Source: an optimization exercise on an open RTL-to-GDS flow (aim: small area, a short achievable clock period and few clock cycles per item). Production flows keep margins and buffers that such runs may drop. Function was checked by simulation only, so behaviour that the tests miss may differ from the original. Power and IR drop assume default switching activity.

==> flow/design.v <==
package vector_floating_point_divide_unit_iterative_pkg;
  localparam logic [2:0] ZERO   = 3'd0;
  localparam logic [2:0] NORMAL = 3'd1;
  localparam logic [2:0] INF    = 3'd2;
  localparam logic [2:0] QNAN   = 3'd3;
  localparam logic [2:0] SNAN   = 3'd4;
  localparam int FF_NV = 4;
  localparam int FF_DZ = 3;
  localparam int FF_OF = 2;
  localparam int FF_UF = 1;
  localparam int FF_NX = 0;
  localparam logic [1:0] IDLE   = 2'd0;
  localparam logic [1:0] DIVIDE = 2'd1;
  localparam logic [1:0] ROUND  = 2'd2;
  localparam logic [1:0] DONE   = 2'd3;
  localparam logic [31:0] FP32_CANONICAL_NAN  = 32'h7FC00000;
  localparam int          FP32_BIAS           = 127;
  localparam int          FP32_DIV_ITERATIONS = 26;
  function automatic logic [2:0] fp32_classify(input logic [31:0] x);
    logic [2:0] c;
    if (x[30:23] == 8'h00)      c = ZERO;
    else if (x[30:23] == 8'hFF) c = (x[22:0] == 23'd0) ? INF :
                                    (x[22] ? QNAN : SNAN);
    else                        c = NORMAL;
    fp32_classify = c;
  endfunction
endpackage
module fp32_divide_lane (
  input  logic        clock,
  input  logic        load,
  input  logic        step,
  input  logic        fin1,
  input  logic        round,
  input  logic [30:0] op_a,
  input  logic [30:0] op_b,
  input  logic        sign_in,
  output logic [31:0] result,
  output logic [4:0]  flags
);
  localparam int NV = vector_floating_point_divide_unit_iterative_pkg::FF_NV;
  localparam int DZ = vector_floating_point_divide_unit_iterative_pkg::FF_DZ;
  localparam int OF = vector_floating_point_divide_unit_iterative_pkg::FF_OF;
  localparam int UF = vector_floating_point_divide_unit_iterative_pkg::FF_UF;
  localparam int NX = vector_floating_point_divide_unit_iterative_pkg::FF_NX;
  logic [26:0] s_q, c_q;   
  logic [22:0] d_q;        
  logic [25:0] q_q;        
  logic [22:0] rf_q;       
  logic        neg_q, nz_q;  
  logic [9:0]  e_q;        
  logic        h_q;        
  logic        s_sign_q;
  logic        sp_nan_q, sp_inf_q, sp_zero_q, sp_nv_q, sp_dz_q;
  logic        rs_q;
  logic [7:0]  re_q;
  logic a_zero, a_inf, a_nan, a_snan, b_zero, b_inf, b_nan, b_snan;
  logic a_ff, b_ff, a_fz, b_fz;
  assign a_ff   = &op_a[30:23];
  assign b_ff   = &op_b[30:23];
  assign a_fz   = ~|op_a[22:0];
  assign b_fz   = ~|op_b[22:0];
  assign a_zero = ~|op_a[30:23];
  assign b_zero = ~|op_b[30:23];
  assign a_inf  = a_ff & a_fz;
  assign b_inf  = b_ff & b_fz;
  assign a_nan  = a_ff & ~a_fz;
  assign b_nan  = b_ff & ~b_fz;
  assign a_snan = a_nan & ~op_a[22];
  assign b_snan = b_nan & ~op_b[22];
  logic p_nan, p_inf, p_zero, p_nv, p_dz, p_invalid;
  assign p_invalid = (a_zero & b_zero) | (a_inf & b_inf);
  assign p_nan  = a_nan | b_nan | p_invalid;
  assign p_nv   = a_snan | b_snan | p_invalid;
  assign p_inf  = ~p_nan & (a_inf | b_zero);
  assign p_dz   = ~p_nan & ~a_inf & b_zero;
  assign p_zero = ~p_nan & ~a_inf & ~b_zero & (a_zero | b_inf);
  logic [9:0] e_in;
  assign e_in = {2'b00, op_a[30:23]} - {2'b00, op_b[30:23]} + 10'd126;
  logic h_in;
  assign h_in = (op_a[22:20] <= op_b[22:20]);
  function automatic logic [3:0] sel_digit(input logic [2:0] dh, input logic [6:0] e);
    logic [3:0] r;
    case ({dh, e})
      10'd3: r = 4'b0100;
      10'd4: r = 4'b0100;
      10'd5: r = 4'b0100;
      10'd6: r = 4'b0100;
      10'd7: r = 4'b0100;
      10'd8: r = 4'b0100;
      10'd9: r = 4'b0100;
      10'd10: r = 4'b0100;
      10'd11: r = 4'b0100;
      10'd12: r = 4'b1000;
      10'd13: r = 4'b1000;
      10'd14: r = 4'b1000;
      10'd15: r = 4'b1000;
      10'd16: r = 4'b1000;
      10'd17: r = 4'b1000;
      10'd18: r = 4'b1000;
      10'd19: r = 4'b1000;
      10'd20: r = 4'b1000;
      10'd21: r = 4'b1000;
      10'd22: r = 4'b1000;
      10'd23: r = 4'b1000;
      10'd24: r = 4'b1000;
      10'd25: r = 4'b1000;
      10'd26: r = 4'b1000;
      10'd27: r = 4'b1000;
      10'd28: r = 4'b1000;
      10'd29: r = 4'b1000;
      10'd30: r = 4'b1000;
      10'd31: r = 4'b1000;
      10'd32: r = 4'b1000;
      10'd33: r = 4'b1000;
      10'd34: r = 4'b1000;
      10'd35: r = 4'b1000;
      10'd36: r = 4'b1000;
      10'd37: r = 4'b1000;
      10'd38: r = 4'b1000;
      10'd39: r = 4'b1000;
      10'd40: r = 4'b1000;
      10'd41: r = 4'b1000;
      10'd42: r = 4'b1000;
      10'd43: r = 4'b1000;
      10'd44: r = 4'b1000;
      10'd45: r = 4'b1000;
      10'd46: r = 4'b1000;
      10'd47: r = 4'b1000;
      10'd48: r = 4'b1000;
      10'd49: r = 4'b1000;
      10'd50: r = 4'b1000;
      10'd51: r = 4'b1000;
      10'd52: r = 4'b1000;
      10'd53: r = 4'b1000;
      10'd54: r = 4'b1000;
      10'd55: r = 4'b1000;
      10'd56: r = 4'b1000;
      10'd57: r = 4'b1000;
      10'd58: r = 4'b1000;
      10'd59: r = 4'b1000;
      10'd60: r = 4'b1000;
      10'd61: r = 4'b1000;
      10'd62: r = 4'b1000;
      10'd63: r = 4'b1000;
      10'd64: r = 4'b0001;
      10'd65: r = 4'b0001;
      10'd66: r = 4'b0001;
      10'd67: r = 4'b0001;
      10'd68: r = 4'b0001;
      10'd69: r = 4'b0001;
      10'd70: r = 4'b0001;
      10'd71: r = 4'b0001;
      10'd72: r = 4'b0001;
      10'd73: r = 4'b0001;
      10'd74: r = 4'b0001;
      10'd75: r = 4'b0001;
      10'd76: r = 4'b0001;
      10'd77: r = 4'b0001;
      10'd78: r = 4'b0001;
      10'd79: r = 4'b0001;
      10'd80: r = 4'b0001;
      10'd81: r = 4'b0001;
      10'd82: r = 4'b0001;
      10'd83: r = 4'b0001;
      10'd84: r = 4'b0001;
      10'd85: r = 4'b0001;
      10'd86: r = 4'b0001;
      10'd87: r = 4'b0001;
      10'd88: r = 4'b0001;
      10'd89: r = 4'b0001;
      10'd90: r = 4'b0001;
      10'd91: r = 4'b0001;
      10'd92: r = 4'b0001;
      10'd93: r = 4'b0001;
      10'd94: r = 4'b0001;
      10'd95: r = 4'b0001;
      10'd96: r = 4'b0001;
      10'd97: r = 4'b0001;
      10'd98: r = 4'b0001;
      10'd99: r = 4'b0001;
      10'd100: r = 4'b0001;
      10'd101: r = 4'b0001;
      10'd102: r = 4'b0001;
      10'd103: r = 4'b0001;
      10'd104: r = 4'b0001;
      10'd105: r = 4'b0001;
      10'd106: r = 4'b0001;
      10'd107: r = 4'b0001;
      10'd108: r = 4'b0001;
      10'd109: r = 4'b0001;
      10'd110: r = 4'b0001;
      10'd111: r = 4'b0001;
      10'd112: r = 4'b0001;
      10'd113: r = 4'b0001;
      10'd114: r = 4'b0001;
      10'd115: r = 4'b0010;
      10'd116: r = 4'b0010;
      10'd117: r = 4'b0010;
      10'd118: r = 4'b0010;
      10'd119: r = 4'b0010;
      10'd120: r = 4'b0010;
      10'd121: r = 4'b0010;
      10'd122: r = 4'b0010;
      10'd132: r = 4'b0100;
      10'd133: r = 4'b0100;
      10'd134: r = 4'b0100;
      10'd135: r = 4'b0100;
      10'd136: r = 4'b0100;
      10'd137: r = 4'b0100;
      10'd138: r = 4'b0100;
      10'd139: r = 4'b0100;
      10'd140: r = 4'b0100;
      10'd141: r = 4'b0100;
      10'd142: r = 4'b1000;
      10'd143: r = 4'b1000;
      10'd144: r = 4'b1000;
      10'd145: r = 4'b1000;
      10'd146: r = 4'b1000;
      10'd147: r = 4'b1000;
      10'd148: r = 4'b1000;
      10'd149: r = 4'b1000;
      10'd150: r = 4'b1000;
      10'd151: r = 4'b1000;
      10'd152: r = 4'b1000;
      10'd153: r = 4'b1000;
      10'd154: r = 4'b1000;
      10'd155: r = 4'b1000;
      10'd156: r = 4'b1000;
      10'd157: r = 4'b1000;
      10'd158: r = 4'b1000;
      10'd159: r = 4'b1000;
      10'd160: r = 4'b1000;
      10'd161: r = 4'b1000;
      10'd162: r = 4'b1000;
      10'd163: r = 4'b1000;
      10'd164: r = 4'b1000;
      10'd165: r = 4'b1000;
      10'd166: r = 4'b1000;
      10'd167: r = 4'b1000;
      10'd168: r = 4'b1000;
      10'd169: r = 4'b1000;
      10'd170: r = 4'b1000;
      10'd171: r = 4'b1000;
      10'd172: r = 4'b1000;
      10'd173: r = 4'b1000;
      10'd174: r = 4'b1000;
      10'd175: r = 4'b1000;
      10'd176: r = 4'b1000;
      10'd177: r = 4'b1000;
      10'd178: r = 4'b1000;
      10'd179: r = 4'b1000;
      10'd180: r = 4'b1000;
      10'd181: r = 4'b1000;
      10'd182: r = 4'b1000;
      10'd183: r = 4'b1000;
      10'd184: r = 4'b1000;
      10'd185: r = 4'b1000;
      10'd186: r = 4'b1000;
      10'd187: r = 4'b1000;
      10'd188: r = 4'b1000;
      10'd189: r = 4'b1000;
      10'd190: r = 4'b1000;
      10'd191: r = 4'b1000;
      10'd192: r = 4'b0001;
      10'd193: r = 4'b0001;
      10'd194: r = 4'b0001;
      10'd195: r = 4'b0001;
      10'd196: r = 4'b0001;
      10'd197: r = 4'b0001;
      10'd198: r = 4'b0001;
      10'd199: r = 4'b0001;
      10'd200: r = 4'b0001;
      10'd201: r = 4'b0001;
      10'd202: r = 4'b0001;
      10'd203: r = 4'b0001;
      10'd204: r = 4'b0001;
      10'd205: r = 4'b0001;
      10'd206: r = 4'b0001;
      10'd207: r = 4'b0001;
      10'd208: r = 4'b0001;
      10'd209: r = 4'b0001;
      10'd210: r = 4'b0001;
      10'd211: r = 4'b0001;
      10'd212: r = 4'b0001;
      10'd213: r = 4'b0001;
      10'd214: r = 4'b0001;
      10'd215: r = 4'b0001;
      10'd216: r = 4'b0001;
      10'd217: r = 4'b0001;
      10'd218: r = 4'b0001;
      10'd219: r = 4'b0001;
      10'd220: r = 4'b0001;
      10'd221: r = 4'b0001;
      10'd222: r = 4'b0001;
      10'd223: r = 4'b0001;
      10'd224: r = 4'b0001;
      10'd225: r = 4'b0001;
      10'd226: r = 4'b0001;
      10'd227: r = 4'b0001;
      10'd228: r = 4'b0001;
      10'd229: r = 4'b0001;
      10'd230: r = 4'b0001;
      10'd231: r = 4'b0001;
      10'd232: r = 4'b0001;
      10'd233: r = 4'b0001;
      10'd234: r = 4'b0001;
      10'd235: r = 4'b0001;
      10'd236: r = 4'b0001;
      10'd237: r = 4'b0001;
      10'd238: r = 4'b0001;
      10'd239: r = 4'b0001;
      10'd240: r = 4'b0001;
      10'd241: r = 4'b0010;
      10'd242: r = 4'b0010;
      10'd243: r = 4'b0010;
      10'd244: r = 4'b0010;
      10'd245: r = 4'b0010;
      10'd246: r = 4'b0010;
      10'd247: r = 4'b0010;
      10'd248: r = 4'b0010;
      10'd249: r = 4'b0010;
      10'd260: r = 4'b0100;
      10'd261: r = 4'b0100;
      10'd262: r = 4'b0100;
      10'd263: r = 4'b0100;
      10'd264: r = 4'b0100;
      10'd265: r = 4'b0100;
      10'd266: r = 4'b0100;
      10'd267: r = 4'b0100;
      10'd268: r = 4'b0100;
      10'd269: r = 4'b0100;
      10'd270: r = 4'b0100;
      10'd271: r = 4'b1000;
      10'd272: r = 4'b1000;
      10'd273: r = 4'b1000;
      10'd274: r = 4'b1000;
      10'd275: r = 4'b1000;
      10'd276: r = 4'b1000;
      10'd277: r = 4'b1000;
      10'd278: r = 4'b1000;
      10'd279: r = 4'b1000;
      10'd280: r = 4'b1000;
      10'd281: r = 4'b1000;
      10'd282: r = 4'b1000;
      10'd283: r = 4'b1000;
      10'd284: r = 4'b1000;
      10'd285: r = 4'b1000;
      10'd286: r = 4'b1000;
      10'd287: r = 4'b1000;
      10'd288: r = 4'b1000;
      10'd289: r = 4'b1000;
      10'd290: r = 4'b1000;
      10'd291: r = 4'b1000;
      10'd292: r = 4'b1000;
      10'd293: r = 4'b1000;
      10'd294: r = 4'b1000;
      10'd295: r = 4'b1000;
      10'd296: r = 4'b1000;
      10'd297: r = 4'b1000;
      10'd298: r = 4'b1000;
      10'd299: r = 4'b1000;
      10'd300: r = 4'b1000;
      10'd301: r = 4'b1000;
      10'd302: r = 4'b1000;
      10'd303: r = 4'b1000;
      10'd304: r = 4'b1000;
      10'd305: r = 4'b1000;
      10'd306: r = 4'b1000;
      10'd307: r = 4'b1000;
      10'd308: r = 4'b1000;
      10'd309: r = 4'b1000;
      10'd310: r = 4'b1000;
      10'd311: r = 4'b1000;
      10'd312: r = 4'b1000;
      10'd313: r = 4'b1000;
      10'd314: r = 4'b1000;
      10'd315: r = 4'b1000;
      10'd316: r = 4'b1000;
      10'd317: r = 4'b1000;
      10'd318: r = 4'b1000;
      10'd319: r = 4'b1000;
      10'd320: r = 4'b0001;
      10'd321: r = 4'b0001;
      10'd322: r = 4'b0001;
      10'd323: r = 4'b0001;
      10'd324: r = 4'b0001;
      10'd325: r = 4'b0001;
      10'd326: r = 4'b0001;
      10'd327: r = 4'b0001;
      10'd328: r = 4'b0001;
      10'd329: r = 4'b0001;
      10'd330: r = 4'b0001;
      10'd331: r = 4'b0001;
      10'd332: r = 4'b0001;
      10'd333: r = 4'b0001;
      10'd334: r = 4'b0001;
      10'd335: r = 4'b0001;
      10'd336: r = 4'b0001;
      10'd337: r = 4'b0001;
      10'd338: r = 4'b0001;
      10'd339: r = 4'b0001;
      10'd340: r = 4'b0001;
      10'd341: r = 4'b0001;
      10'd342: r = 4'b0001;
      10'd343: r = 4'b0001;
      10'd344: r = 4'b0001;
      10'd345: r = 4'b0001;
      10'd346: r = 4'b0001;
      10'd347: r = 4'b0001;
      10'd348: r = 4'b0001;
      10'd349: r = 4'b0001;
      10'd350: r = 4'b0001;
      10'd351: r = 4'b0001;
      10'd352: r = 4'b0001;
      10'd353: r = 4'b0001;
      10'd354: r = 4'b0001;
      10'd355: r = 4'b0001;
      10'd356: r = 4'b0001;
      10'd357: r = 4'b0001;
      10'd358: r = 4'b0001;
      10'd359: r = 4'b0001;
      10'd360: r = 4'b0001;
      10'd361: r = 4'b0001;
      10'd362: r = 4'b0001;
      10'd363: r = 4'b0001;
      10'd364: r = 4'b0001;
      10'd365: r = 4'b0001;
      10'd366: r = 4'b0001;
      10'd367: r = 4'b0001;
      10'd368: r = 4'b0010;
      10'd369: r = 4'b0010;
      10'd370: r = 4'b0010;
      10'd371: r = 4'b0010;
      10'd372: r = 4'b0010;
      10'd373: r = 4'b0010;
      10'd374: r = 4'b0010;
      10'd375: r = 4'b0010;
      10'd376: r = 4'b0010;
      10'd377: r = 4'b0010;
      10'd388: r = 4'b0100;
      10'd389: r = 4'b0100;
      10'd390: r = 4'b0100;
      10'd391: r = 4'b0100;
      10'd392: r = 4'b0100;
      10'd393: r = 4'b0100;
      10'd394: r = 4'b0100;
      10'd395: r = 4'b0100;
      10'd396: r = 4'b0100;
      10'd397: r = 4'b0100;
      10'd398: r = 4'b0100;
      10'd399: r = 4'b0100;
      10'd400: r = 4'b1000;
      10'd401: r = 4'b1000;
      10'd402: r = 4'b1000;
      10'd403: r = 4'b1000;
      10'd404: r = 4'b1000;
      10'd405: r = 4'b1000;
      10'd406: r = 4'b1000;
      10'd407: r = 4'b1000;
      10'd408: r = 4'b1000;
      10'd409: r = 4'b1000;
      10'd410: r = 4'b1000;
      10'd411: r = 4'b1000;
      10'd412: r = 4'b1000;
      10'd413: r = 4'b1000;
      10'd414: r = 4'b1000;
      10'd415: r = 4'b1000;
      10'd416: r = 4'b1000;
      10'd417: r = 4'b1000;
      10'd418: r = 4'b1000;
      10'd419: r = 4'b1000;
      10'd420: r = 4'b1000;
      10'd421: r = 4'b1000;
      10'd422: r = 4'b1000;
      10'd423: r = 4'b1000;
      10'd424: r = 4'b1000;
      10'd425: r = 4'b1000;
      10'd426: r = 4'b1000;
      10'd427: r = 4'b1000;
      10'd428: r = 4'b1000;
      10'd429: r = 4'b1000;
      10'd430: r = 4'b1000;
      10'd431: r = 4'b1000;
      10'd432: r = 4'b1000;
      10'd433: r = 4'b1000;
      10'd434: r = 4'b1000;
      10'd435: r = 4'b1000;
      10'd436: r = 4'b1000;
      10'd437: r = 4'b1000;
      10'd438: r = 4'b1000;
      10'd439: r = 4'b1000;
      10'd440: r = 4'b1000;
      10'd441: r = 4'b1000;
      10'd442: r = 4'b1000;
      10'd443: r = 4'b1000;
      10'd444: r = 4'b1000;
      10'd445: r = 4'b1000;
      10'd446: r = 4'b1000;
      10'd447: r = 4'b1000;
      10'd448: r = 4'b0001;
      10'd449: r = 4'b0001;
      10'd450: r = 4'b0001;
      10'd451: r = 4'b0001;
      10'd452: r = 4'b0001;
      10'd453: r = 4'b0001;
      10'd454: r = 4'b0001;
      10'd455: r = 4'b0001;
      10'd456: r = 4'b0001;
      10'd457: r = 4'b0001;
      10'd458: r = 4'b0001;
      10'd459: r = 4'b0001;
      10'd460: r = 4'b0001;
      10'd461: r = 4'b0001;
      10'd462: r = 4'b0001;
      10'd463: r = 4'b0001;
      10'd464: r = 4'b0001;
      10'd465: r = 4'b0001;
      10'd466: r = 4'b0001;
      10'd467: r = 4'b0001;
      10'd468: r = 4'b0001;
      10'd469: r = 4'b0001;
      10'd470: r = 4'b0001;
      10'd471: r = 4'b0001;
      10'd472: r = 4'b0001;
      10'd473: r = 4'b0001;
      10'd474: r = 4'b0001;
      10'd475: r = 4'b0001;
      10'd476: r = 4'b0001;
      10'd477: r = 4'b0001;
      10'd478: r = 4'b0001;
      10'd479: r = 4'b0001;
      10'd480: r = 4'b0001;
      10'd481: r = 4'b0001;
      10'd482: r = 4'b0001;
      10'd483: r = 4'b0001;
      10'd484: r = 4'b0001;
      10'd485: r = 4'b0001;
      10'd486: r = 4'b0001;
      10'd487: r = 4'b0001;
      10'd488: r = 4'b0001;
      10'd489: r = 4'b0001;
      10'd490: r = 4'b0001;
      10'd491: r = 4'b0001;
      10'd492: r = 4'b0001;
      10'd493: r = 4'b0001;
      10'd494: r = 4'b0010;
      10'd495: r = 4'b0010;
      10'd496: r = 4'b0010;
      10'd497: r = 4'b0010;
      10'd498: r = 4'b0010;
      10'd499: r = 4'b0010;
      10'd500: r = 4'b0010;
      10'd501: r = 4'b0010;
      10'd502: r = 4'b0010;
      10'd503: r = 4'b0010;
      10'd504: r = 4'b0010;
      10'd517: r = 4'b0100;
      10'd518: r = 4'b0100;
      10'd519: r = 4'b0100;
      10'd520: r = 4'b0100;
      10'd521: r = 4'b0100;
      10'd522: r = 4'b0100;
      10'd523: r = 4'b0100;
      10'd524: r = 4'b0100;
      10'd525: r = 4'b0100;
      10'd526: r = 4'b0100;
      10'd527: r = 4'b0100;
      10'd528: r = 4'b0100;
      10'd529: r = 4'b0100;
      10'd530: r = 4'b1000;
      10'd531: r = 4'b1000;
      10'd532: r = 4'b1000;
      10'd533: r = 4'b1000;
      10'd534: r = 4'b1000;
      10'd535: r = 4'b1000;
      10'd536: r = 4'b1000;
      10'd537: r = 4'b1000;
      10'd538: r = 4'b1000;
      10'd539: r = 4'b1000;
      10'd540: r = 4'b1000;
      10'd541: r = 4'b1000;
      10'd542: r = 4'b1000;
      10'd543: r = 4'b1000;
      10'd544: r = 4'b1000;
      10'd545: r = 4'b1000;
      10'd546: r = 4'b1000;
      10'd547: r = 4'b1000;
      10'd548: r = 4'b1000;
      10'd549: r = 4'b1000;
      10'd550: r = 4'b1000;
      10'd551: r = 4'b1000;
      10'd552: r = 4'b1000;
      10'd553: r = 4'b1000;
      10'd554: r = 4'b1000;
      10'd555: r = 4'b1000;
      10'd556: r = 4'b1000;
      10'd557: r = 4'b1000;
      10'd558: r = 4'b1000;
      10'd559: r = 4'b1000;
      10'd560: r = 4'b1000;
      10'd561: r = 4'b1000;
      10'd562: r = 4'b1000;
      10'd563: r = 4'b1000;
      10'd564: r = 4'b1000;
      10'd565: r = 4'b1000;
      10'd566: r = 4'b1000;
      10'd567: r = 4'b1000;
      10'd568: r = 4'b1000;
      10'd569: r = 4'b1000;
      10'd570: r = 4'b1000;
      10'd571: r = 4'b1000;
      10'd572: r = 4'b1000;
      10'd573: r = 4'b1000;
      10'd574: r = 4'b1000;
      10'd575: r = 4'b1000;
      10'd576: r = 4'b0001;
      10'd577: r = 4'b0001;
      10'd578: r = 4'b0001;
      10'd579: r = 4'b0001;
      10'd580: r = 4'b0001;
      10'd581: r = 4'b0001;
      10'd582: r = 4'b0001;
      10'd583: r = 4'b0001;
      10'd584: r = 4'b0001;
      10'd585: r = 4'b0001;
      10'd586: r = 4'b0001;
      10'd587: r = 4'b0001;
      10'd588: r = 4'b0001;
      10'd589: r = 4'b0001;
      10'd590: r = 4'b0001;
      10'd591: r = 4'b0001;
      10'd592: r = 4'b0001;
      10'd593: r = 4'b0001;
      10'd594: r = 4'b0001;
      10'd595: r = 4'b0001;
      10'd596: r = 4'b0001;
      10'd597: r = 4'b0001;
      10'd598: r = 4'b0001;
      10'd599: r = 4'b0001;
      10'd600: r = 4'b0001;
      10'd601: r = 4'b0001;
      10'd602: r = 4'b0001;
      10'd603: r = 4'b0001;
      10'd604: r = 4'b0001;
      10'd605: r = 4'b0001;
      10'd606: r = 4'b0001;
      10'd607: r = 4'b0001;
      10'd608: r = 4'b0001;
      10'd609: r = 4'b0001;
      10'd610: r = 4'b0001;
      10'd611: r = 4'b0001;
      10'd612: r = 4'b0001;
      10'd613: r = 4'b0001;
      10'd614: r = 4'b0001;
      10'd615: r = 4'b0001;
      10'd616: r = 4'b0001;
      10'd617: r = 4'b0001;
      10'd618: r = 4'b0001;
      10'd619: r = 4'b0001;
      10'd620: r = 4'b0010;
      10'd621: r = 4'b0010;
      10'd622: r = 4'b0010;
      10'd623: r = 4'b0010;
      10'd624: r = 4'b0010;
      10'd625: r = 4'b0010;
      10'd626: r = 4'b0010;
      10'd627: r = 4'b0010;
      10'd628: r = 4'b0010;
      10'd629: r = 4'b0010;
      10'd630: r = 4'b0010;
      10'd631: r = 4'b0010;
      10'd645: r = 4'b0100;
      10'd646: r = 4'b0100;
      10'd647: r = 4'b0100;
      10'd648: r = 4'b0100;
      10'd649: r = 4'b0100;
      10'd650: r = 4'b0100;
      10'd651: r = 4'b0100;
      10'd652: r = 4'b0100;
      10'd653: r = 4'b0100;
      10'd654: r = 4'b0100;
      10'd655: r = 4'b0100;
      10'd656: r = 4'b0100;
      10'd657: r = 4'b0100;
      10'd658: r = 4'b0100;
      10'd659: r = 4'b1000;
      10'd660: r = 4'b1000;
      10'd661: r = 4'b1000;
      10'd662: r = 4'b1000;
      10'd663: r = 4'b1000;
      10'd664: r = 4'b1000;
      10'd665: r = 4'b1000;
      10'd666: r = 4'b1000;
      10'd667: r = 4'b1000;
      10'd668: r = 4'b1000;
      10'd669: r = 4'b1000;
      10'd670: r = 4'b1000;
      10'd671: r = 4'b1000;
      10'd672: r = 4'b1000;
      10'd673: r = 4'b1000;
      10'd674: r = 4'b1000;
      10'd675: r = 4'b1000;
      10'd676: r = 4'b1000;
      10'd677: r = 4'b1000;
      10'd678: r = 4'b1000;
      10'd679: r = 4'b1000;
      10'd680: r = 4'b1000;
      10'd681: r = 4'b1000;
      10'd682: r = 4'b1000;
      10'd683: r = 4'b1000;
      10'd684: r = 4'b1000;
      10'd685: r = 4'b1000;
      10'd686: r = 4'b1000;
      10'd687: r = 4'b1000;
      10'd688: r = 4'b1000;
      10'd689: r = 4'b1000;
      10'd690: r = 4'b1000;
      10'd691: r = 4'b1000;
      10'd692: r = 4'b1000;
      10'd693: r = 4'b1000;
      10'd694: r = 4'b1000;
      10'd695: r = 4'b1000;
      10'd696: r = 4'b1000;
      10'd697: r = 4'b1000;
      10'd698: r = 4'b1000;
      10'd699: r = 4'b1000;
      10'd700: r = 4'b1000;
      10'd701: r = 4'b1000;
      10'd702: r = 4'b1000;
      10'd703: r = 4'b1000;
      10'd704: r = 4'b0001;
      10'd705: r = 4'b0001;
      10'd706: r = 4'b0001;
      10'd707: r = 4'b0001;
      10'd708: r = 4'b0001;
      10'd709: r = 4'b0001;
      10'd710: r = 4'b0001;
      10'd711: r = 4'b0001;
      10'd712: r = 4'b0001;
      10'd713: r = 4'b0001;
      10'd714: r = 4'b0001;
      10'd715: r = 4'b0001;
      10'd716: r = 4'b0001;
      10'd717: r = 4'b0001;
      10'd718: r = 4'b0001;
      10'd719: r = 4'b0001;
      10'd720: r = 4'b0001;
      10'd721: r = 4'b0001;
      10'd722: r = 4'b0001;
      10'd723: r = 4'b0001;
      10'd724: r = 4'b0001;
      10'd725: r = 4'b0001;
      10'd726: r = 4'b0001;
      10'd727: r = 4'b0001;
      10'd728: r = 4'b0001;
      10'd729: r = 4'b0001;
      10'd730: r = 4'b0001;
      10'd731: r = 4'b0001;
      10'd732: r = 4'b0001;
      10'd733: r = 4'b0001;
      10'd734: r = 4'b0001;
      10'd735: r = 4'b0001;
      10'd736: r = 4'b0001;
      10'd737: r = 4'b0001;
      10'd738: r = 4'b0001;
      10'd739: r = 4'b0001;
      10'd740: r = 4'b0001;
      10'd741: r = 4'b0001;
      10'd742: r = 4'b0001;
      10'd743: r = 4'b0001;
      10'd744: r = 4'b0001;
      10'd745: r = 4'b0001;
      10'd746: r = 4'b0001;
      10'd747: r = 4'b0010;
      10'd748: r = 4'b0010;
      10'd749: r = 4'b0010;
      10'd750: r = 4'b0010;
      10'd751: r = 4'b0010;
      10'd752: r = 4'b0010;
      10'd753: r = 4'b0010;
      10'd754: r = 4'b0010;
      10'd755: r = 4'b0010;
      10'd756: r = 4'b0010;
      10'd757: r = 4'b0010;
      10'd758: r = 4'b0010;
      10'd759: r = 4'b0010;
      10'd773: r = 4'b0100;
      10'd774: r = 4'b0100;
      10'd775: r = 4'b0100;
      10'd776: r = 4'b0100;
      10'd777: r = 4'b0100;
      10'd778: r = 4'b0100;
      10'd779: r = 4'b0100;
      10'd780: r = 4'b0100;
      10'd781: r = 4'b0100;
      10'd782: r = 4'b0100;
      10'd783: r = 4'b0100;
      10'd784: r = 4'b0100;
      10'd785: r = 4'b0100;
      10'd786: r = 4'b0100;
      10'd787: r = 4'b0100;
      10'd788: r = 4'b1000;
      10'd789: r = 4'b1000;
      10'd790: r = 4'b1000;
      10'd791: r = 4'b1000;
      10'd792: r = 4'b1000;
      10'd793: r = 4'b1000;
      10'd794: r = 4'b1000;
      10'd795: r = 4'b1000;
      10'd796: r = 4'b1000;
      10'd797: r = 4'b1000;
      10'd798: r = 4'b1000;
      10'd799: r = 4'b1000;
      10'd800: r = 4'b1000;
      10'd801: r = 4'b1000;
      10'd802: r = 4'b1000;
      10'd803: r = 4'b1000;
      10'd804: r = 4'b1000;
      10'd805: r = 4'b1000;
      10'd806: r = 4'b1000;
      10'd807: r = 4'b1000;
      10'd808: r = 4'b1000;
      10'd809: r = 4'b1000;
      10'd810: r = 4'b1000;
      10'd811: r = 4'b1000;
      10'd812: r = 4'b1000;
      10'd813: r = 4'b1000;
      10'd814: r = 4'b1000;
      10'd815: r = 4'b1000;
      10'd816: r = 4'b1000;
      10'd817: r = 4'b1000;
      10'd818: r = 4'b1000;
      10'd819: r = 4'b1000;
      10'd820: r = 4'b1000;
      10'd821: r = 4'b1000;
      10'd822: r = 4'b1000;
      10'd823: r = 4'b1000;
      10'd824: r = 4'b1000;
      10'd825: r = 4'b1000;
      10'd826: r = 4'b1000;
      10'd827: r = 4'b1000;
      10'd828: r = 4'b1000;
      10'd829: r = 4'b1000;
      10'd830: r = 4'b1000;
      10'd831: r = 4'b1000;
      10'd832: r = 4'b0001;
      10'd833: r = 4'b0001;
      10'd834: r = 4'b0001;
      10'd835: r = 4'b0001;
      10'd836: r = 4'b0001;
      10'd837: r = 4'b0001;
      10'd838: r = 4'b0001;
      10'd839: r = 4'b0001;
      10'd840: r = 4'b0001;
      10'd841: r = 4'b0001;
      10'd842: r = 4'b0001;
      10'd843: r = 4'b0001;
      10'd844: r = 4'b0001;
      10'd845: r = 4'b0001;
      10'd846: r = 4'b0001;
      10'd847: r = 4'b0001;
      10'd848: r = 4'b0001;
      10'd849: r = 4'b0001;
      10'd850: r = 4'b0001;
      10'd851: r = 4'b0001;
      10'd852: r = 4'b0001;
      10'd853: r = 4'b0001;
      10'd854: r = 4'b0001;
      10'd855: r = 4'b0001;
      10'd856: r = 4'b0001;
      10'd857: r = 4'b0001;
      10'd858: r = 4'b0001;
      10'd859: r = 4'b0001;
      10'd860: r = 4'b0001;
      10'd861: r = 4'b0001;
      10'd862: r = 4'b0001;
      10'd863: r = 4'b0001;
      10'd864: r = 4'b0001;
      10'd865: r = 4'b0001;
      10'd866: r = 4'b0001;
      10'd867: r = 4'b0001;
      10'd868: r = 4'b0001;
      10'd869: r = 4'b0001;
      10'd870: r = 4'b0001;
      10'd871: r = 4'b0001;
      10'd872: r = 4'b0001;
      10'd873: r = 4'b0010;
      10'd874: r = 4'b0010;
      10'd875: r = 4'b0010;
      10'd876: r = 4'b0010;
      10'd877: r = 4'b0010;
      10'd878: r = 4'b0010;
      10'd879: r = 4'b0010;
      10'd880: r = 4'b0010;
      10'd881: r = 4'b0010;
      10'd882: r = 4'b0010;
      10'd883: r = 4'b0010;
      10'd884: r = 4'b0010;
      10'd885: r = 4'b0010;
      10'd886: r = 4'b0010;
      10'd902: r = 4'b0100;
      10'd903: r = 4'b0100;
      10'd904: r = 4'b0100;
      10'd905: r = 4'b0100;
      10'd906: r = 4'b0100;
      10'd907: r = 4'b0100;
      10'd908: r = 4'b0100;
      10'd909: r = 4'b0100;
      10'd910: r = 4'b0100;
      10'd911: r = 4'b0100;
      10'd912: r = 4'b0100;
      10'd913: r = 4'b0100;
      10'd914: r = 4'b0100;
      10'd915: r = 4'b0100;
      10'd916: r = 4'b0100;
      10'd917: r = 4'b0100;
      10'd918: r = 4'b1000;
      10'd919: r = 4'b1000;
      10'd920: r = 4'b1000;
      10'd921: r = 4'b1000;
      10'd922: r = 4'b1000;
      10'd923: r = 4'b1000;
      10'd924: r = 4'b1000;
      10'd925: r = 4'b1000;
      10'd926: r = 4'b1000;
      10'd927: r = 4'b1000;
      10'd928: r = 4'b1000;
      10'd929: r = 4'b1000;
      10'd930: r = 4'b1000;
      10'd931: r = 4'b1000;
      10'd932: r = 4'b1000;
      10'd933: r = 4'b1000;
      10'd934: r = 4'b1000;
      10'd935: r = 4'b1000;
      10'd936: r = 4'b1000;
      10'd937: r = 4'b1000;
      10'd938: r = 4'b1000;
      10'd939: r = 4'b1000;
      10'd940: r = 4'b1000;
      10'd941: r = 4'b1000;
      10'd942: r = 4'b1000;
      10'd943: r = 4'b1000;
      10'd944: r = 4'b1000;
      10'd945: r = 4'b1000;
      10'd946: r = 4'b1000;
      10'd947: r = 4'b1000;
      10'd948: r = 4'b1000;
      10'd949: r = 4'b1000;
      10'd950: r = 4'b1000;
      10'd951: r = 4'b1000;
      10'd952: r = 4'b1000;
      10'd953: r = 4'b1000;
      10'd954: r = 4'b1000;
      10'd955: r = 4'b1000;
      10'd956: r = 4'b1000;
      10'd957: r = 4'b1000;
      10'd958: r = 4'b1000;
      10'd959: r = 4'b1000;
      10'd960: r = 4'b0001;
      10'd961: r = 4'b0001;
      10'd962: r = 4'b0001;
      10'd963: r = 4'b0001;
      10'd964: r = 4'b0001;
      10'd965: r = 4'b0001;
      10'd966: r = 4'b0001;
      10'd967: r = 4'b0001;
      10'd968: r = 4'b0001;
      10'd969: r = 4'b0001;
      10'd970: r = 4'b0001;
      10'd971: r = 4'b0001;
      10'd972: r = 4'b0001;
      10'd973: r = 4'b0001;
      10'd974: r = 4'b0001;
      10'd975: r = 4'b0001;
      10'd976: r = 4'b0001;
      10'd977: r = 4'b0001;
      10'd978: r = 4'b0001;
      10'd979: r = 4'b0001;
      10'd980: r = 4'b0001;
      10'd981: r = 4'b0001;
      10'd982: r = 4'b0001;
      10'd983: r = 4'b0001;
      10'd984: r = 4'b0001;
      10'd985: r = 4'b0001;
      10'd986: r = 4'b0001;
      10'd987: r = 4'b0001;
      10'd988: r = 4'b0001;
      10'd989: r = 4'b0001;
      10'd990: r = 4'b0001;
      10'd991: r = 4'b0001;
      10'd992: r = 4'b0001;
      10'd993: r = 4'b0001;
      10'd994: r = 4'b0001;
      10'd995: r = 4'b0001;
      10'd996: r = 4'b0001;
      10'd997: r = 4'b0001;
      10'd998: r = 4'b0001;
      10'd999: r = 4'b0010;
      10'd1000: r = 4'b0010;
      10'd1001: r = 4'b0010;
      10'd1002: r = 4'b0010;
      10'd1003: r = 4'b0010;
      10'd1004: r = 4'b0010;
      10'd1005: r = 4'b0010;
      10'd1006: r = 4'b0010;
      10'd1007: r = 4'b0010;
      10'd1008: r = 4'b0010;
      10'd1009: r = 4'b0010;
      10'd1010: r = 4'b0010;
      10'd1011: r = 4'b0010;
      10'd1012: r = 4'b0010;
      10'd1013: r = 4'b0010;
      default: r = 4'b0000;
    endcase
    sel_digit = r;
  endfunction
  logic [3:0] dg_q;        
  logic qpos, qneg, qone, qtwo;
  assign qpos = dg_q[3] | dg_q[2];
  assign qneg = dg_q[1] | dg_q[0];
  assign qone = dg_q[2] | dg_q[1];
  assign qtwo = dg_q[3] | dg_q[0];
  logic [26:0] mag, addend;
  assign mag    = ({27{qone}} & {3'b000, 1'b1, d_q}) | ({27{qtwo}} & {2'b00, 1'b1, d_q, 1'b0});
  assign addend = qpos ? ~mag : mag;
  logic [26:0] sum, cy;
  assign sum = s_q ^ c_q ^ addend;
  assign cy  = (s_q & c_q) | (s_q & addend) | (c_q & addend);
  logic [26:0] mag_t, addend_t;
  logic [24:17] sum_t, cy_t;
  assign mag_t    = mag;
  assign addend_t = addend;
  assign sum_t    = s_q[24:17] ^ c_q[24:17] ^ addend_t[24:17];
  assign cy_t     = (s_q[24:17] & c_q[24:17]) | (s_q[24:17] & addend_t[24:17]) | (c_q[24:17] & addend_t[24:17]);
  logic [6:0] est_n, est_ld;
  logic [3:0] dg_n, dg_ld;
  assign est_n  = sum_t[24:18] + cy_t[23:17];
  assign dg_n   = sel_digit(d_q[22:20], est_n);
  assign est_ld = h_in ? {2'b00, 1'b1, op_a[22:19]} : {3'b000, 1'b1, op_a[22:20]};
  assign dg_ld  = sel_digit(op_b[22:20], est_ld);
  logic [25:0] q_dec;
  logic [1:0]  dig;
  assign q_dec = q_q - 26'd1;
  assign dig   = {qtwo | (qone & qneg), qone};
  logic        neg, nz, neg_c, nz_c;
  logic [26:0] wsum;
  assign wsum  = s_q + c_q;
  assign neg_c = wsum[26];
  assign nz_c  = ((s_q ^ c_q) != {(s_q[25:0] | c_q[25:0]), 1'b0});
  assign neg   = fin1 ? neg_c : neg_q;
  assign nz    = fin1 ? nz_c  : nz_q;
  logic        lead1, norm, r, xb, lsb, up, inexact;
  logic [22:0] frac, fr, fr_inc;
  logic [23:0] inc_a, inc_b;
  logic        c_inc, c;
  logic [9:0]  e0, e_inc, e_fin;
  logic        ovf, unf, ovf0, unf0, ovf1, unf1;
  logic [31:0] rnd_res;
  logic [4:0]  rnd_flags;
  always_comb begin
    lead1   = q_q[25];
    norm    = ~h_q | lead1;
    frac    = lead1 ? q_q[24:2] : q_q[23:1];
    r       = lead1 ? q_q[1]    : q_q[0];
    xb      = lead1 & q_q[0];
    lsb     = frac[0];
    up      = r & (xb | (~neg & (lsb | nz)));
    inexact = r | xb | nz;
    inc_a   = {1'b0, q_q[24:2]} + 24'd1;
    inc_b   = {1'b0, q_q[23:1]} + 24'd1;
    {c_inc, fr_inc} = lead1 ? inc_a : inc_b;
    fr      = up ? fr_inc : frac;
    c       = up & c_inc;
    e0      = e_q + {9'd0, norm};
    e_inc   = e0 + 10'd1;
    ovf0    = ($signed(e0) >= 10'sd255);
    unf0    = ($signed(e0) <= 10'sd0);
    ovf1    = ($signed(e_inc) >= 10'sd255);
    unf1    = ($signed(e_inc) <= 10'sd0);
    e_fin   = c ? e_inc : e0;
    ovf     = c ? ovf1 : ovf0;
    unf     = c ? unf1 : unf0;
    rnd_flags = '0;
    if (sp_nan_q) begin
      rnd_res       = 32'h7FC00000;
      rnd_flags[NV] = sp_nv_q;
    end else if (sp_inf_q) begin
      rnd_res       = {s_sign_q, 8'hFF, 23'd0};
      rnd_flags[DZ] = sp_dz_q;
    end else if (sp_zero_q) begin
      rnd_res       = {s_sign_q, 31'd0};
    end else if (ovf) begin
      rnd_res       = {s_sign_q, 8'hFF, 23'd0};
      rnd_flags[OF] = 1'b1;
      rnd_flags[NX] = 1'b1;
    end else if (unf) begin
      rnd_res       = {s_sign_q, 31'd0};
      rnd_flags[UF] = 1'b1;
      rnd_flags[NX] = 1'b1;
    end else begin
      rnd_res       = {s_sign_q, e_fin[7:0], fr};
      rnd_flags[NX] = inexact;
    end
  end
  assign flags = rnd_flags;
  always_ff @(posedge clock) begin
    if (load) begin
      s_q   <= h_in ? {2'b00, 1'b1, op_a[22:0], 1'b0} : {3'b000, 1'b1, op_a[22:0]};
      c_q   <= '0;
      dg_q  <= dg_ld;
    end else begin
      s_q   <= {sum[24:0], 2'b00};
      c_q   <= {cy[23:0], qpos, 2'b00};
      dg_q  <= dg_n;
    end
  end
  always_ff @(posedge clock) begin
    if (load) begin
      d_q       <= op_b[22:0];
      e_q       <= e_in;
      h_q       <= h_in;
      s_sign_q  <= sign_in;
      sp_nan_q  <= p_nan;
      sp_inf_q  <= p_inf;
      sp_zero_q <= p_zero;
      sp_nv_q   <= p_nv;
      sp_dz_q   <= p_dz;
    end
    if (step) q_q <= qneg ? {q_dec[23:0], dig} : {q_q[23:0], dig};
    if (fin1) begin
      neg_q <= neg_c;
      nz_q  <= nz_c;
    end
    if (round) begin
      rf_q <= rnd_res[22:0];
      re_q <= rnd_res[30:23];
      rs_q <= rnd_res[31];
    end
  end
  assign result = {rs_q, re_q, rf_q};
endmodule
module vector_floating_point_divide_unit_iterative #(
  parameter int VLEN = 128,
  parameter int SEW  = 32
) (
  input  logic            clock,
  input  logic            reset,
  input  logic            flush,
  input  logic            in_valid,
  output logic            in_ready,
  input  logic            reverse,
  input  logic [VLEN-1:0] vs2,
  input  logic [VLEN-1:0] vs1,
  output logic            out_valid,
  input  logic            out_ready,
  output logic [VLEN-1:0] vd,
  output logic [4:0]      fflags
);
  localparam int NUM_LANES = VLEN / SEW;
  localparam int STEPS     = 13;
  if (SEW != 32) begin : g_sew_chk
    $error("vector divider supports SEW=32 only");
  end
  if (VLEN % 32 != 0) begin : g_vlen_chk
    $error("VLEN must be a multiple of 32");
  end
  logic       idle_q;
  logic       it_q;
  logic       fin_q;
  logic       fin1_q;     
  logic [3:0] cnt_q;
  logic       ov_q;
  logic       ready, accept, last, round_now, it_d, fin_d;
  assign ready     = idle_q | (fin_q & ~ov_q);
  assign in_ready  = ready;
  assign out_valid = ov_q;
  assign accept    = ready & in_valid & ~flush;
  assign last      = (cnt_q == 4'(STEPS - 1));
  assign round_now = fin_q & (~ov_q | out_ready);
  assign it_d      = accept | (it_q & ~last);
  assign fin_d     = (it_q & last) | (fin_q & ~round_now);
  always_ff @(posedge clock or posedge reset) begin
    if (reset) begin
      idle_q <= 1'b0;
      it_q   <= 1'b0;
      fin_q  <= 1'b0;
      fin1_q <= 1'b0;
      cnt_q  <= '0;
      ov_q   <= 1'b0;
    end else if (flush) begin
      idle_q <= 1'b1;
      it_q   <= 1'b0;
      fin_q  <= 1'b0;
      fin1_q <= 1'b0;
      cnt_q  <= '0;
      ov_q   <= 1'b0;
    end else begin
      it_q   <= it_d;
      fin_q  <= fin_d;
      fin1_q <= it_q & last;
      idle_q <= ~it_d & ~fin_d;
      if (it_q) cnt_q <= last ? 4'd0 : cnt_q + 4'd1;
      if (round_now)      ov_q <= 1'b1;
      else if (out_ready) ov_q <= 1'b0;
    end
  end
  logic [NUM_LANES-1:0][31:0] lane_res;
  logic [NUM_LANES-1:0][4:0]  lane_flags;
  logic [4:0]                 flags_or;
  for (genvar i = 0; i < NUM_LANES; i++) begin : g_lane
    logic [30:0] op_a, op_b;
    assign op_a = reverse ? vs1[32*i +: 31] : vs2[32*i +: 31];
    assign op_b = reverse ? vs2[32*i +: 31] : vs1[32*i +: 31];
    assign vd[32*i +: 32] = lane_res[i];
    fp32_divide_lane u_lane (
      .clock    (clock),
      .load     (ready),
      .step     (it_q),
      .fin1     (fin1_q),
      .round    (round_now),
      .op_a     (op_a),
      .op_b     (op_b),
      .sign_in  (vs1[32*i+31] ^ vs2[32*i+31]),
      .result   (lane_res[i]),
      .flags    (lane_flags[i])
    );
  end
  always_comb begin
    flags_or = '0;
    for (int i = 0; i < NUM_LANES; i++) flags_or = flags_or | lane_flags[i];
  end
  always_ff @(posedge clock) begin
    if (round_now) fflags <= flags_or;
  end
endmodule
==> flow/flow/run.sh <==
#!/bin/bash
set -o pipefail
cp standard.sh standard_sh.txt
export BUFFER_PORTS_ARGS="-buffer_cell sky130_fd_sc_hd__buf_1"
bash standard.sh > standard.log 2>&1
==> flow/standard.sh <==
#!/bin/bash
# synth_recipe.tcl (not shown) runs the flow's synth.tcl, then flattens the netlist and writes it again
# the make line also repeats each setting of config.mk as NAME=value (left out here)
make -C /OpenROAD-flow-scripts/flow DESIGN_CONFIG=/design/flow/config.mk WORK_HOME=/design/flow/orfs CLKGATE_MAP_FILE= SYNTH_SCRIPT=/design/flow/synth_recipe.tcl "${@:-finish}"
==> flow/config.mk <==
export PLATFORM = sky130hd
export DESIGN_NAME = vector_floating_point_divide_unit_iterative
export DESIGN_NICKNAME = vector_floating_point_divide_unit_iterative
export VERILOG_FILES = /design/flow/design.v
export SDC_FILE = /design/flow/constraint.sdc
export NUM_CORES = 4
export LEC_CHECK = 0
export CAP_MARGIN = 20
export CORE_MARGIN = 2
export CORE_UTILIZATION = 50
export CTS_CLUSTER_DIAMETER = 100
export CTS_CLUSTER_SIZE = 30
export SETUP_SLACK_MARGIN = 2.0
export SLEW_MARGIN = 20
export TNS_END_PERCENT = 0
==> flow/constraint.sdc <==
create_clock -name core_clock -period 5.5 [get_ports {clock}]
set_input_delay 1.1000 -clock core_clock [delete_from_list [all_inputs] [get_ports {clock}]]
set_output_delay 1.1000 -clock core_clock [all_outputs]
set_load 0.01 [all_outputs]
==> results of run 1 <==
## placed cells by master (no fill, tap or decap), drive strengths merged, types with 12 or more instances in the layout
cell type / count
a21o: 31
buf: 544
a22oi: 93
nand3b: 14
ha: 305
mux2i: 248
nand4: 96
nor3: 117
a211oi: 62
a21oi: 296
nand3: 111
and3: 25
o31ai: 12
a31oi: 24
edfxtp: 397
xnor2: 318
and2: 56
fa: 96
nor2b: 44
or3: 30
o21ai: 166
o21a: 17
nand2b: 46
nor2: 455
or2: 26
o21bai: 24
nor4: 84
o211ai: 15
a21boi: 16
or4: 18
xor2: 229
clkbuf: 47
nor3b: 19
dfxtp: 232
nand2: 322
inv: 394
mux2: 113
## final cells by class
| cell class | count | area (sq um) |
|---|---|---|
| Clock buffer | 44 | 985 |
| Inverter | 387 | 1470 |
| Antenna cell | 2 | 5.00 |
| Multi-Input combinational cell | 3687 | 28600 |
| Clock inverter | 19 | 267 |
| Sequential cell | 638 | 16800 |
| Timing Repair Buffer | 547 | 2890 |
| Tap cell | 1243 | 1560 |
| Fill cell | 8410 | 39300 |
## sequential cells by signal, indices dropped and copies added, names as in the netlist, 5 cells and up
register and count:
fflags 5, g_lane.u_lane.s_q 108, g_lane.u_lane.dg_q 16, g_lane.u_lane.rf_q 92, g_lane.u_lane.e_q 40, g_lane.u_lane.c_q 100
g_lane.u_lane.re_q 32, g_lane.u_lane.d_q 92, g_lane.u_lane.q_q 104
## cells by family after synthesis
family / count (synthesis) / share of synthesized area [%]
adders and majority gates: 401 / 12.3
DFF: 638 / 36.1
and+or+nand+nor: 1505 / 16.0
xor gates and xnor gates: 547 / 10.3
buffers and inverters: 631 / 5.32
muxes: 361 / 8.09
AOI/OAI and AO/OA: 868 / 11.9
## routing by layer
| metal | wire (um) | up-vias | GRT usage [%] |
|---|---|---|---|
| met5 | 13 | - | 0 |
| met3 | 6630 | 133 | 2.80 |
| met4 | 2900 | 2 | 6.15 |
| met1 | 60500 | 17780 | 37.9 |
| li1 | - | 18143 | - |
| met2 | 58400 | 949 | 41.8 |
## per-stage QoR
step           instances  instance area (sq um)
6_report            6567                  52600
3_3_place_gp        6411                  49200
4_1_cts             6537                  51800
5_1_grt             6566                  52600
3_5_place_dp        6411                  49200
2_1_floorplan       4951                  46600
## power groups by stage
stage | registers, uW | logic [uW] | clock network [uW]
global placement | 7030 | 16800 | 0
floorplan | 6680 | 13300 | 0
global route | 7100 | 23300 | 3500
detailed placement | 7040 | 16900 | 0
finish | 6980 | 21100 | 3270
CTS | 6960 | 19300 | 3360
## path summary, 6_finish.rpt
kind	to	from	slack (ns)	cells after the start
worst max-delay path	fflags[0]$_DFFE_PP_	g_lane[2].u_lane.c_q[23]$_SDFF_PN0_	1.76	13
worst min-delay path	fin_q$_DFF_PP0_	reset	0.42	2
worst max register to register	fflags[0]$_DFFE_PP_	g_lane[2].u_lane.c_q[23]$_SDFF_PN0_	1.76	13
worst min register to register	g_lane[3].u_lane.neg_q$_DFF_P_	g_lane[3].u_lane.neg_q$_DFF_P_	0.50	1
max in group asynchronous	it_q$_DFF_PP0_	reset	4.78	2
min in group core_clock	g_lane[3].u_lane.neg_q$_DFF_P_	g_lane[3].u_lane.neg_q$_DFF_P_	0.50	1
## timing repair
| item | CTS | global route |
|---|---|---|
| hold endpoints to repair | 0 | 0 |
| cloned | 6 | 6 |
| pin swaps | 57 | 61 |
| resized for setup | 193 | 113 |
| endpoints found under the setup margin | 193 | 216 |
| hold buffers | 0 | 0 |
| setup buffers | 57 | 22 |
==> flow_metrics.py, run 1 <==
metrics = {
    "setup_path": {
        "cp_slowest_cell": "or3_4",
        "critical-path-top-delay-family": "compound AO/OA/AOI/OAI gates",
        "cp.required_ns": 5.85,
        "worst_path_largest_cell_delay_ns": 0.46,
        "end_kind": "flop",
        "path_cells": "inv_1, ha_1, a21oi_1, o21ai_0, a31oi_1, buf_4, nand3_1, o211ai_2, o31a_1, or3_4, mux2i_4, o22a_2, or4b_1",
        "critPathLaunchType": "flop",
        "critical_path_buf_inv_count": 2,
        "crit_arrival_ns": 4.09,
        "critPathKind": "reg2reg",
        "cp_max_fo": 5,
    },
    "sta": {
        "final_hold_viol_count": 0,
        "worst_clock_skew_ns": 0.0360,
        "finalCriticalPeriod_ns": 3.74,
        "fin_crit_sh_pct": 68.0,
        "finalSetupViolCount": 0,
        "rsz0062_at_grt": "true",
        "finalSetupTns_ns": 0,
        "max_slew_margin_pct": 30.8,
        "worst_pin_slew_ns": 1.03,
        "setup_ws_ns": 1.76,
        "max_freq_mhz": 267,
        "hold_slack_ns": 0.422,
        "final_max_slew_viol_count": 0,
    },
    "placed_design": {
        "detailedPlace.worstSlack_ns": 0.762,
        "gp_congestion": 0.916,
        "io_buffers": 396,
        "dp_hpwl_mm": 96.0,
    },
    "final_layout": {
        "final_nets": 5959,
        "area_delta_synth_final_pct": 13.0,
        "drive_above_1_share_pct": 10.9,
        "fin_util_pct": 57.2,
    },
    "yosys": {
        "seq_area_frac_synth_pct": 36.1,
        "yosys.area.top_type": "edfxtp_1",
        "synth_warnings": 2,
        "synth_top_cell_area_share_pct": 25.6,
        "async_flop_share_pct": 1.41,
        "yosysMostFrequentCell": "nor2_1",
        "mappedNetlistNets": 5614,
        "syn_avg_cell_area_sq_um": 9.41,
        "syn_area_sq_um": 46600,
        "synth_edf_count": 397,
        "ys.flop_type": "edfxtp_1",
        "syn_inst": 4951,
        "yosysUniqueCellTypes": 100,
        "synthTopCellsByArea": "edfxtp_1 (26%), dfxtp_1 (10%), ha_1 (8.2%), xnor2_1 (6.0%), mux2i_1 (5.3%)",
        "ys_ff_latch": 638,
        "ys_top_cells_by_count": "nor2_1 (455), edfxtp_1 (397), inv_1 (386), nand2_1 (322), xnor2_1 (317)",
    },
    "global_routing": {
        "grt_pass1_wl_mm": 198,
        "grt_remaining_overflow": 0,
        "grt_util_all_layers_pct": 26.1,
        "grt_pass1_vias": 35052,
        "antenna_found_initial": 2,
        "grt_max_degree": 190,
    },
    "worst_hold_path": {
        "hold_path_class": "in2async",
    },
    "outcome": {
        "outcome": "finished clean",
    },
    "pwr": {
        "seq_power_share_pct": 22.3,
        "vdd_drop_max_mv": 0.737,
        "powerDensity_nw_per_um2": 595,
        "leakage_uw": 0.0204,
        "clkPwrFrac_pct": 10.4,
        "power.total_uw": 31300,
        "p_int_uw": 16800,
        "power_frac_comb_pct": 67.3,
        "switching_share_pct": 46.3,
        "power_switching_uw": 14500,
    },
    "route": {
        "dr.pass1.iters": 6,
        "drcViolationCount": 0,
        "viasPerCell": 5.64,
        "wl_per_cell_um": 19.6,
        "vias": 37007,
        "drt-initial-drc-count": 2559,
        "drtAntennaViolNets": 0,
        "drt_wl_total_mm": 128,
    },
    "clock_network": {
        "clock_path_buffers": 3,
        "htree_levels": 2,
        "cts_tree": "built",
        "cts_buffers": 35,
        "cts.sinks": 638,
        "cts.clk_slew.worst_paths_ns": 0.10,
        "clkLatencyLatePin_ns": 0.62,
        "cts_root_buf": "clkbuf_16",
    },
    "die": {
        "start_util_pct": 50.6,
        "io_pins": 397,
        "dieArea_sq_um": 95600,
        "coreArea_sq_um": 91900,
        "fp-row-count": 111,
        "die-width_um": 309,
        "dieHeight_um": 309,
    },
    "job": {
        "cap_violations": 0,
    },
}
Testbench counts, summed over its fixed seeds: cycles 26,904, items 1,920.
==> run 2, diff against run 1 <==
--- a/flow/config.mk
+++ b/flow/config.mk
@@ -9,6 +9,6 @@
 export CORE_MARGIN = 2
 export CORE_UTILIZATION = 50
-export CTS_CLUSTER_DIAMETER = 100
-export CTS_CLUSTER_SIZE = 30
+export CTS_CLUSTER_DIAMETER = 70
+export CTS_CLUSTER_SIZE = 16
 export SETUP_SLACK_MARGIN = 2.0
 export SLEW_MARGIN = 20
==> flow_metrics.py, run 2 <==
metrics = {
    "yosys": {
        "synth_compound_area_share_pct": 11.9,
        "synth_top_family_by_area": "simple AND/OR/NAND/NOR gates",
        "syn_inst": 4951,
        "yosysMostFrequentCell": "nor2_1",
        "yosysUniqueCellTypes": 100,
        "synth_warnings": 2,
        "synth_edf_count": 397,
        "async_flop_share_pct": 1.41,
        "syn_area_sq_um": 46600,
        "synthSimpleGateAreaFrac_pct": 16.0,
        "yosys.area.top_type": "edfxtp_1",
        "ys_ff_latch": 638,
        "synth_top_cell_area_share_pct": 25.6,
        "synthTopCellsByArea": "edfxtp_1 (26%), dfxtp_1 (10%), ha_1 (8.2%), xnor2_1 (6.0%), mux2i_1 (5.3%)",
        "synthAdderAreaFrac_pct": 12.3,
        "ys.flop_type": "edfxtp_1",
        "seq_area_frac_synth_pct": 36.1,
        "synthMuxAreaShare_pct": 8.09,
        "synth-xor-area-share_pct": 10.3,
        "ys_top_cells_by_count": "nor2_1 (455), edfxtp_1 (397), inv_1 (386), nand2_1 (322), xnor2_1 (317)",
        "syn_avg_cell_area_sq_um": 9.41,
        "mappedNetlistNets": 5614,
    },
    "placed_design": {
        "gp_congestion": 0.916,
        "dpl_cell_area_sq_um": 49200,
        "io_buffers": 396,
        "dp_hpwl_mm": 96.0,
    },
    "clock_network": {
        "cts_root_buf": "clkbuf_16",
        "hold_buffers": 0,
        "clkLatencyLatePin_ns": 0.67,
        "htree_levels": 2,
        "cts_buffers": 55,
        "cts.sinks": 638,
        "cts.clk_slew.worst_paths_ns": 0.08,
        "clock_path_buffers": 3,
        "cts_tree": "built",
    },
    "pwr": {
        "power.total_uw": 32200,
        "switching_share_pct": 45.6,
        "clkPwrFrac_pct": 12.9,
        "seq_power_share_pct": 21.7,
        "leakage_uw": 0.0207,
        "power_frac_comb_pct": 65.4,
        "powerDensity_nw_per_um2": 607,
        "vdd_drop_max_mv": 0.657,
        "p_int_uw": 17500,
        "power_switching_uw": 14700,
    },
    "setup_path": {
        "reg2reg_to": "g_lane[2].u_lane.dg_q[1]$_SDFF_PN0_",
        "reg2reg_from": "g_lane[2].u_lane.dg_q[0]$_SDFF_PN0_",
        "end_kind": "flop",
        "cp_max_fo": 7,
        "cp_slowest_cell": "fa_1",
        "crit_arrival_ns": 4.33,
        "critPathKind": "reg2reg",
        "rr_worst_depth": 14,
        "path_cells": "or2_4, a22oi_1, xor2_1, fa_1, ha_1, a21o_1, a21oi_4, o21bai_1, a21oi_2, xnor2_4, nand3_2, or3_1, a31oi_1, o211a_1",
        "critPathLaunchType": "flop",
        "cp.required_ns": 6.11,
        "reg2reg_slack_ns": 1.78,
        "worst_path_largest_cell_delay_ns": 0.46,
    },
    "final_layout": {
        "drive_above_1_share_pct": 11.0,
        "largest_reg_flops": 108,
        "largest_registers": "g_lane.u_lane.s_q (108), g_lane.u_lane.q_q (104), g_lane.u_lane.c_q (100)",
        "post-route-cell-area_sq_um": 53000,
        "final_nets": 5968,
        "area_delta_synth_final_pct": 13.8,
        "fill_cells": 8402,
        "final_common_cell": "nor2_1",
        "mostFrequentLayoutCells": "nor2_1 (449), edfxtp_1 (397), buf_1 (395)",
        "largest_register": "g_lane.u_lane.s_q",
    },
    "route": {
        "vias": 37052,
        "drt-initial-drc-count": 2416,
        "wl_per_cell_um": 19.5,
        "viasPerCell": 5.62,
        "drtAntennaViolNets": 0,
        "drcViolationCount": 0,
        "dr.pass1.iters": 5,
        "drt_wl_total_mm": 129,
    },
    "global_routing": {
        "grt_max_degree": 190,
        "grt_util_all_layers_pct": 26.4,
        "grt_pass1_vias": 35263,
        "grt_remaining_overflow": 0,
        "antenna_found_initial": 5,
        "grt_pass1_wl_mm": 198,
    },
    "sta": {
        "rsz0062_at_grt": "true",
        "worst_pin_slew_ns": 0.974,
        "max_freq_mhz": 269,
        "finalCriticalPeriod_ns": 3.72,
        "final_max_slew_viol_count": 0,
        "finalSetupTns_ns": 0,
        "fin_crit_sh_pct": 67.6,
        "max_slew_margin_pct": 35.1,
        "worst_clock_skew_ns": 0.0333,
        "final_hold_viol_count": 0,
        "finalSetupViolCount": 0,
    },
    "die": {
        "dieHeight_um": 309,
        "fp-row-count": 111,
        "coreArea_sq_um": 91900,
        "io_pins": 397,
        "start_util_pct": 50.6,
        "dieArea_sq_um": 95600,
        "die-width_um": 309,
    },
    "outcome": {
        "outcome": "finished clean",
    },
    "job": {
        "cap_violations": 0,
    },
    "worst_hold_path": {
        "hold_path_class": "in2async",
    },
}
[run 2: cell counts after synthesis]
No cell type changed its count.
[run 2: layout make-up]
type / count / area, sq um / share of cell area [%]
Multi-Input combinational cell: 3686 / 28500 / 53.8
Sequential cell: 638 / 16800 / 31.7
Timing Repair Buffer: 537 / 2760 / 5.21
Clock buffer: 76 / 1590 / 3.01
Tap cell: 1243 / 1560 / 2.93
Inverter: 387 / 1470 / 2.77
Clock inverter: 27 / 262 / 0.493
Antenna cell: 4 / 10.0 / 0.0189
[run 2: layer usage]
metal  vias up  track usage, %  wire length (um)
li1      18175               -                 -
met1     17733            37.8             60200
met2       978            41.8             58200
met3       162            3.48              7200
met4         4            7.00              3110
met5         -               0                23
[run 2: power by group through the flow]
| stage | registers [uW] | clock network, uW | logic, uW |
|---|---|---|---|
| 6_report | 6980 | 4150 | 21000 |
| 5_1_grt | 7110 | 4410 | 23200 |
| 4_1_cts | 6960 | 4260 | 19500 |
| 3_5_place_dp | 7040 | 0 | 16900 |
| 3_3_place_gp | 7030 | 0 | 16800 |
| 2_1_floorplan | 6680 | 0 | 13300 |
[run 2: logic make-up after synthesis]
group           Yosys count
compound gates          868
xor+xnor                547
fa+ha+maj               401
buf+inv                 631
flops                   638
mux                     361
simple gates           1505
[run 2: what timing repair did]
item / in CTS / in global routing
buffers inserted: 51 / 20
pin swaps: 68 / 60
resized for setup: 202 / 90
endpoints found under the setup margin: 175 / 192
cloned: 8 / 1
[run 2: per-stage QoR]
step | util (%) | setup WS (ns) | hold WS, ns | cells
finish | 57.7 | 1.78 | 0.358 | 6598
global route | 57.6 | 1.57 | 0.358 | 6596
CTS | 56.9 | 1.79 | 0.322 | 6573
detailed placement | 53.5 | 0.762 | 0.461 | 6411
global placement | 53.5 | 0.815 | 0.452 | 6411
floorplan | - | 0.898 | 0.438 | 4951
[run 2: worst max-delay path by stage]
stage / from / end / slack, ns / depth (start not counted)
floorplan: reverse / g_lane[0].u_lane.dg_q[2]$_DFF_P_ / 0.90 / 16
global placement: reverse / g_lane[2].u_lane.sp_nv_q$_DFFE_PN_ / 0.81 / 10
detailed placement: reverse / g_lane[2].u_lane.sp_nv_q$_DFFE_PN_ / 0.76 / 11
CTS: g_lane[0].u_lane.dg_q[3]$_DFF_P_ / g_lane[0].u_lane.dg_q[1]$_SDFF_PN0_ / 1.79 / 18
global route: g_lane[0].u_lane.q_q[25]$_DFFE_PP_ / fflags[0]$_DFFE_PP_ / 1.57 / 13
finish: g_lane[2].u_lane.dg_q[0]$_SDFF_PN0_ / g_lane[2].u_lane.dg_q[1]$_SDFF_PN0_ / 1.78 / 14
[run 2: worst max-delay path: cells and delay by family, from the launching register on]
family	cells	cell delay, ns
AOI/OAI and AO/OA	7	1.33
and+or+nand+nor	3	0.79
adders and majority gates	2	0.75
xor gates and xnor gates	2	0.39
DFF	1	0.38
==> run 3, diff against run 2 <==
--- a/flow/config.mk
+++ b/flow/config.mk
@@ -9,7 +9,7 @@
 export CORE_MARGIN = 2
 export CORE_UTILIZATION = 50
-export CTS_CLUSTER_DIAMETER = 70
-export CTS_CLUSTER_SIZE = 16
-export SETUP_SLACK_MARGIN = 2.0
+export CTS_CLUSTER_DIAMETER = 80
+export CTS_CLUSTER_SIZE = 20
+export SETUP_SLACK_MARGIN = 2.4
 export SLEW_MARGIN = 20
 export TNS_END_PERCENT = 0
==> flow_metrics.py, run 3 <==
metrics = {
    "yosys": {
        "syn_avg_cell_area_sq_um": 9.41,
        "yosys.area.top_type": "edfxtp_1",
        "syn_area_sq_um": 46600,
        "synthTopCellsByArea": "edfxtp_1 (26%), dfxtp_1 (10%), ha_1 (8.2%), xnor2_1 (6.0%), mux2i_1 (5.3%)",
        "async_flop_share_pct": 1.41,
        "yosysUniqueCellTypes": 100,
        "synth_warnings": 2,
        "synth_edf_count": 397,
        "syn_inst": 4951,
    },
    "sta": {
        "worst_pin_slew_ns": 1.08,
        "rsz0062_at_grt": "true",
        "max_slew_margin_pct": 27.4,
        "finalCriticalPeriod_ns": 3.78,
        "finalSetupTns_ns": 0,
    },
    "route": {
        "dr.pass1.iters": 5,
        "drtAntennaViolNets": 0,
        "drt-initial-drc-count": 2767,
        "viasPerCell": 5.63,
        "vias": 37153,
        "wl_per_cell_um": 19.7,
    },
    "worst_hold_path": {
        "hold_path_class": "in2async",
    },
    "clock_network": {
        "cts_tree": "built",
        "cts_buffers": 47,
        "cts.clk_slew.worst_paths_ns": 0.09,
        "cts.sinks": 638,
        "hold_buffers": 0,
    },
    "setup_path": {
        "critPathKind": "reg2reg",
        "crit_arrival_ns": 4.11,
        "cp_max_fo": 5,
    },
    "die": {
        "start_util_pct": 50.6,
        "fp-row-count": 111,
        "io_pins": 397,
    },
    "global_routing": {
        "grt_util_all_layers_pct": 26.3,
        "antenna_found_initial": 26,
    },
    "placed_design": {
        "detailedPlace.worstSlack_ns": 0.832,
        "dp_hpwl_mm": 97.6,
        "gp_congestion": 0.896,
    },
    "pwr": {
        "vdd_drop_max_mv": 0.676,
        "clkPwrFrac_pct": 11.6,
        "p_int_uw": 17400,
        "seq_power_share_pct": 21.6,
        "switching_share_pct": 46.2,
        "power_switching_uw": 14900,
    },
    "outcome": {
        "outcome": "finished clean",
    },
    "job": {
        "cap_violations": 0,
    },
    "final_layout": {
        "largest_reg_flops": 108,
        "final_nets": 5971,
        "largest_register": "g_lane.u_lane.s_q",
        "seq_area_sq_um": 16800,
    },
}
## run 3: cell count changes in the layout (fill, tap and decap cells not counted), moves of 8 or more
| cell | delta |
|---|---|
| diode_2 | +9 |
| mux2i_4 | +8 |
| o21ai_1 | +13 |
| clkbuf_16 | -8 |
| mux2i_1 | -10 |
| o21ai_0 | -15 |
## run 3: stage by stage
stage	util [%]	power, uW	cells	hold WS [ns]
final	57.8	32300	6599	0.399
after global routing	57.8	34900	6596	0.402
after CTS	56.6	29900	6536	0.376
after detailed placement	53.6	24100	6398	0.458
after global placement	53.6	24000	6398	0.458
after floorplan	-	20100	4951	0.438
## run 3: path summary, 6_finish.rpt
kind | startpoint | end | slack (ns)
min | reset | fin_q$_DFF_PP0_ | 0.40
min in group core_clock | g_lane[0].u_lane.neg_q$_DFF_P_ | g_lane[0].u_lane.neg_q$_DFF_P_ | 0.48
max reg2reg | g_lane[3].u_lane.h_q$_DFFE_PN_ | g_lane[3].u_lane.rf_q[8]$_SDFFCE_PP0P_ | 1.72
min reg2reg | g_lane[0].u_lane.neg_q$_DFF_P_ | g_lane[0].u_lane.neg_q$_DFF_P_ | 0.48
max | g_lane[3].u_lane.h_q$_DFFE_PN_ | g_lane[3].u_lane.rf_q[8]$_SDFFCE_PP0P_ | 1.72
max in group asynchronous | reset | it_q$_DFF_PP0_ | 4.82
## run 3: cells by family (layout without fill, tap and decap cells)
kind of cell | count (synthesis) | in the layout | synth area share (%)
AND/OR/NAND/NOR | 1505 | 1510 | 16.0
AO/OA/AOI/OAI | 868 | 868 | 11.9
flip-flops | 638 | 638 | 36.1
buffers and inverters | 631 | 1015 | 5.32
XOR/XNOR | 547 | 550 | 10.3
adder cells (fa/ha/maj) | 401 | 401 | 12.3
multiplexers | 361 | 361 | 8.09
other | 0 | 13 | 0
## run 3: worst max-delay path, cell delays in order (launching register included)
cell and delay [ns]:
edfxtp_1 0.49, nand2_2 0.10, ha_4 0.19, ha_4 0.28, ha_4 0.17, inv_4 0.04
nor4_4 0.33, a31oi_4 0.08, or4_4 0.59, a211o_1 0.33, o21ai_2 0.06, a41o_1 0.24
nor3_2 0.08, o21ai_2 0.15, buf_6 0.15, buf_6 0.13, a211oi_2 0.05
## run 3: area by class of cell
class	instances	share of cell area [%]
Timing Repair Buffer	544	5.25
Tap cell	1243	2.92
Clock buffer	60	2.52
Clock inverter	24	0.468
Multi-Input combinational cell	3690	54.4
Inverter	387	2.79
Sequential cell	638	31.6
Antenna cell	13	0.0612
## run 3: what timing repair did
action / 4_1_cts / 5_1_grt
cloned: 5 / 8
pin swaps: 42 / 80
gates resized for setup: 150 / 166
setup endpoints to repair: 297 / 300
buffers inserted: 49 / 42
## run 3: power by group through the flow
stage / clock network [uW] / logic (uW) / registers, uW
2_1_floorplan: 0 / 13400 / 6680
3_3_place_gp: 0 / 16900 / 7030
3_5_place_dp: 0 / 17000 / 7050
4_1_cts: 3830 / 19200 / 6960
5_1_grt: 4000 / 23700 / 7130
6_report: 3750 / 21600 / 7000
## run 3: routing by layer
metal	up-vias	wire length [um]	GRT usage [%]
li1	18194	-	-
met4	16	3300	6.77
met5	-	105	0
met2	1035	58800	42.0
met1	17717	59600	37.4
met3	191	8230	3.88
